This is an optimization exercise on Yosys and OpenROAD, whose aim is small area, a short achievable clock period and few clock cycles per item, not a production implementation. At most, simulation tests tie the RTL to the original design; equivalence was not proved.

Setup of exp/maple:
==> flow/design.v (excerpt) <==
module ifft_core #(
    parameter int N     = 16,
    parameter int LOG2N = 4,
    parameter int DW    = 8,
    parameter int TW    = 8
) (
    input  logic          clk,
    input  logic          rst,
    input  logic          in_valid,
    output logic          in_ready,
    input  logic [DW-1:0] in_re,
    input  logic [DW-1:0] in_im,
    output logic          out_valid,
    input  logic          out_ready,
    output logic [DW-1:0] out_re,
    output logic [DW-1:0] out_im,
    output logic          out_last,
    output logic          busy
);
Size: roughly 3100 cells after synthesis, roughly 560 flip-flops, ~34000 sq um of cells after synthesis.
==> flow/config.mk <==
export PLATFORM = sky130hd
export DESIGN_NAME = ifft_core
export DESIGN_NICKNAME = ifft_core
export VERILOG_FILES = /design/flow/design.v
export SDC_FILE = /design/flow/constraint.sdc
export NUM_CORES = 4
export LEC_CHECK = 0
export CAP_MARGIN = 20
export CORE_MARGIN = 2
export CORE_UTILIZATION = 25
export PLACE_DENSITY = 0.45
export SLEW_MARGIN = 20
==> flow/constraint.sdc <==
create_clock -name core_clock -period 15.0 [get_ports {clk}]
set_input_delay 3.0000 -clock core_clock [delete_from_list [all_inputs] [get_ports {clk}]]
set_output_delay 3.0000 -clock core_clock [all_outputs]
set_load 0.01 [all_outputs]
run.sh (not shown) runs the stock make flow with config.mk's settings and CLKGATE_MAP_FILE= SYNTH_SCRIPT=/design/flow/synth_recipe.tcl, a recipe that flattens the netlist after the stock synthesis.
Input changes introduced in exp/tundra (baseline for comparison: exp/maple):
Settings: swapping 20 for 50 in CAP_MARGIN; swapping 20 for 70 in SLEW_MARGIN; putting ABC_CLOCK_PERIOD_IN_PS at 4000 where nothing was set.
==> run notes <==
- Looking at clock buffer count, exp/tundra sits 3 lower than exp/maple does.
- Non-clock buffer count in exp/tundra is 56 higher than in exp/maple
- Compared with exp/maple, exp/tundra shows maximum frequency higher by 5.9 MHz.
- Looking at clock skew, exp/tundra sits 0.015 ns lower than exp/maple does.
- Comparing exp/tundra and exp/maple, final cycle utilization of the critical path is higher on exp/maple.
- The core of exp/tundra is more densely filled than that of exp/maple.
- exp/maple was smaller in final cell area than exp/tundra.
- Changes observed in exp/tundra relative to exp/maple: routed wirelength normalized by instance count shows no meaningful change; post-placement cell count shows an increase of about 1.1%.
No functional check of the RTL was part of any run of this note.

v13:
Another version of the RTL of ifft_core (not shown whole).
Size in the first run: about 2800 cells after synthesis, about 610 flip-flops, ~34000 µm² of cells after synthesis.
## ifft_core
module ifft_core #(
    parameter int N     = 16,
    parameter int LOG2N = 4,
    parameter int DW    = 8,
    parameter int TW    = 8
) (
    input  logic          clk,
    input  logic          rst,
    input  logic          in_valid,
    output logic          in_ready,
    input  logic [DW-1:0] in_re,
    input  logic [DW-1:0] in_im,
    output logic          out_valid,
    input  logic          out_ready,
    output logic [DW-1:0] out_re,
    output logic [DW-1:0] out_im,
    output logic          out_last,
    output logic          busy
);
==> flow/config.mk <==
export PLATFORM = sky130hd
export DESIGN_NAME = ifft_core
export DESIGN_NICKNAME = ifft_core
export VERILOG_FILES = /design/flow/design.v
export SDC_FILE = /design/flow/constraint.sdc
export NUM_CORES = 4
export LEC_CHECK = 0
export CAP_MARGIN = 20
export CORE_MARGIN = 2
export CORE_UTILIZATION = 25
export PLACE_DENSITY = 0.45
export SLEW_MARGIN = 20
==> flow/constraint.sdc <==
create_clock -name core_clock -period 15.0 [get_ports {clk}]
set_input_delay 3.0000 -clock core_clock [delete_from_list [all_inputs] [get_ports {clk}]]
set_output_delay 3.0000 -clock core_clock [all_outputs]
set_load 0.01 [all_outputs]
standard.sh (not shown) runs the stock make flow with config.mk's settings and CLKGATE_MAP_FILE= SYNTH_SCRIPT=/design/flow/synth_recipe.tcl, a recipe that flattens the netlist after the stock synthesis.
==> flow/flow/run.sh <==
#!/bin/bash
# Standard layout, with timing repair asked to leave SETUP_SLACK_MARGIN ns of
# setup slack at the design's clock (so it works towards a shorter period),
# and a clock tree of smaller buffers without dummy balancing loads.
# The synthesis is the standard one, unchanged. Each step's output goes to a log here.
set -euo pipefail
MARGIN=$(cat flow/margin.txt)
CTS="$(cat flow/cts_args.txt)"
bash standard.sh synth > synth.log 2>&1
bash standard.sh SETUP_SLACK_MARGIN="$MARGIN" CTS_ARGS="$CTS" finish > layout.log 2>&1
==> flow/flow/cts_args.txt <==
-sink_clustering_enable -repair_clock_nets -dont_use_dummy_load -sink_clustering_size 24 -buf_list sky130_fd_sc_hd__clkbuf_8
==> flow/flow/margin.txt <==
10.6
## Diff of input files: v33 against v13
- changing PLACE_DENSITY from 0.45 to 0.7
- changing CORE_UTILIZATION from 25 to 50
==> flow/flow/run.sh <==
#!/bin/bash
# Standard layout, with timing repair asked to leave SETUP_SLACK_MARGIN ns of
# setup slack at the design's clock (so it works towards a shorter period).
# The synthesis is the standard one, unchanged. Each step's output goes to a log here.
set -euo pipefail
MARGIN=$(cat flow/margin.txt)
bash standard.sh synth > synth.log 2>&1
bash standard.sh SETUP_SLACK_MARGIN="$MARGIN" finish > layout.log 2>&1
removed: flow/flow/cts_args.txt
--- outcome ---
In summary, v33 completed successfully, with a layout that passed the timing, design-rule and antenna checks.
Largest fanout of any net on the critical path: v33 vs v13 identical
v33: time the worst path needs with I/O delays and setup is 0.015 ns higher than what v13 reported.
Compared with v13, in v33 count of cells resized by post-cts repair now smaller; share of final layout cell area taken by clock buffers and inverters +1.9 points; count of standard-cell rows went down; clock-buffer cell count saw a decrease; worst hold slack across all endpoints has increased.
v33 and v13 ended up with nearly the same count of H-tree levels built during CTS.
Looking at largest stage delay on the critical path, v33 sits below v13.
In the tables for v33 and v13, total met3 wirelength after detailed routing reads higher with v13.
Compared with v13, v33 shows overall via count from detail_route higher by about 1.8%.
No run of this note included a check of the RTL's function; only the layout flow was run.

rev 12:
ifft_core, a different RTL version from the one above (not shown whole).
Size: about 2800 cells after synthesis, about 610 flip-flops, ~34000 um^2 of cells after synthesis.
==> flow/config.mk <==
export PLATFORM = sky130hd
export DESIGN_NAME = ifft_core
export DESIGN_NICKNAME = ifft_core
export VERILOG_FILES = /design/flow/design.v
export SDC_FILE = /design/flow/constraint.sdc
export NUM_CORES = 4
export LEC_CHECK = 0
export CAP_MARGIN = 20
export CORE_MARGIN = 2
export CORE_UTILIZATION = 25
export PLACE_DENSITY = 0.45
export SLEW_MARGIN = 20
==> flow/constraint.sdc <==
create_clock -name core_clock -period 15.0 [get_ports {clk}]
set_input_delay 3.0000 -clock core_clock [delete_from_list [all_inputs] [get_ports {clk}]]
set_output_delay 3.0000 -clock core_clock [all_outputs]
set_load 0.01 [all_outputs]
==> flow/flow/run.sh <==
#!/bin/bash
# Standard layout, with timing repair asked to leave SETUP_SLACK_MARGIN ns of
# setup slack at the design's clock (so it works towards a shorter period),
# and a clock tree of smaller buffers without dummy balancing loads.
# The synthesis is the standard one, unchanged. Each step's output goes to a log here.
set -euo pipefail
MARGIN=$(cat flow/margin.txt)
CTS="$(cat flow/cts_args.txt)"
bash standard.sh synth > synth.log 2>&1
bash standard.sh SETUP_SLACK_MARGIN="$MARGIN" CTS_ARGS="$CTS" finish > layout.log 2>&1
==> flow/flow/cts_args.txt <==
-sink_clustering_enable -repair_clock_nets -dont_use_dummy_load -sink_clustering_size 24 -buf_list sky130_fd_sc_hd__clkbuf_8
==> flow/flow/margin.txt <==
10.65
Testbench counts of rev 12, summed over its fixed seeds: cycles 4,360, frames 256.
The inputs of rev 13 differ from those of rev 12 as listed below.
- GPL_TIMING_DRIVEN now 1, previously not set
==> flow/flow/margin.txt <==
10.6
Notes after the runs:
On utilization of the core after routing, rev 12 tracks rev 13 almost exactly. Higher fraction of layout instances using a drive strength above 1 among rev 13 and rev 12: rev 13. There was hardly any difference in layout inverter count without the clock tree between rev 13 and rev 12. Depth of the most critical reg-to-reg path in rev 13 vs rev 12: down 1. Between rev 13 and rev 12, the difference in design area is negligible. Latest clock arrival within the worst-skew pair of rev 12 is on par with rev 13.

afterwards: timing with drivers on the ports:
In the flow no input, the clock included, has a driving cell. The finished layouts below were timed again as built, in two steps.
Step 1 sets driving cells, clkbuf_16 on the clock port and buf_2 on the other inputs (assumed; they add their load-dependent delay and slew).
Step 2, shift: input delay + t, output delay - t, t = (earliest + latest rising clock arrival at the registers) / 2. This alone moves slack from input paths to output paths.
Three values: ideal ports, drivers, drivers and shift; two values: the first two.
run | shift t [ns] | setup slack, ns | slew at the worst register clock pin (ns)
exp/maple | 0.711 | 8.409 / 8.409 / 8.409 | 0.06 / 0.06
exp/tundra | 0.720 | 8.657 / 8.657 / 8.657 | 0.07 / 0.07
v13 | 0.827 | 10.555 / 10.539 / 9.935 | 0.06 / 0.06
v33 | 0.660 | 10.540 / 10.540 / 10.066 | 0.07 / 0.07
rev 12 | 0.813 | 10.447 / 10.447 / 9.951 | 0.07 / 0.07
rev 13 | 0.811 | 10.522 / 10.457 / 9.879 | 0.07 / 0.07
After both steps setup and hold are still met in every run listed. The setup slack of rev 13, which loses most, moves by -0.065 ns with the drivers and by -0.643 ns with both steps.
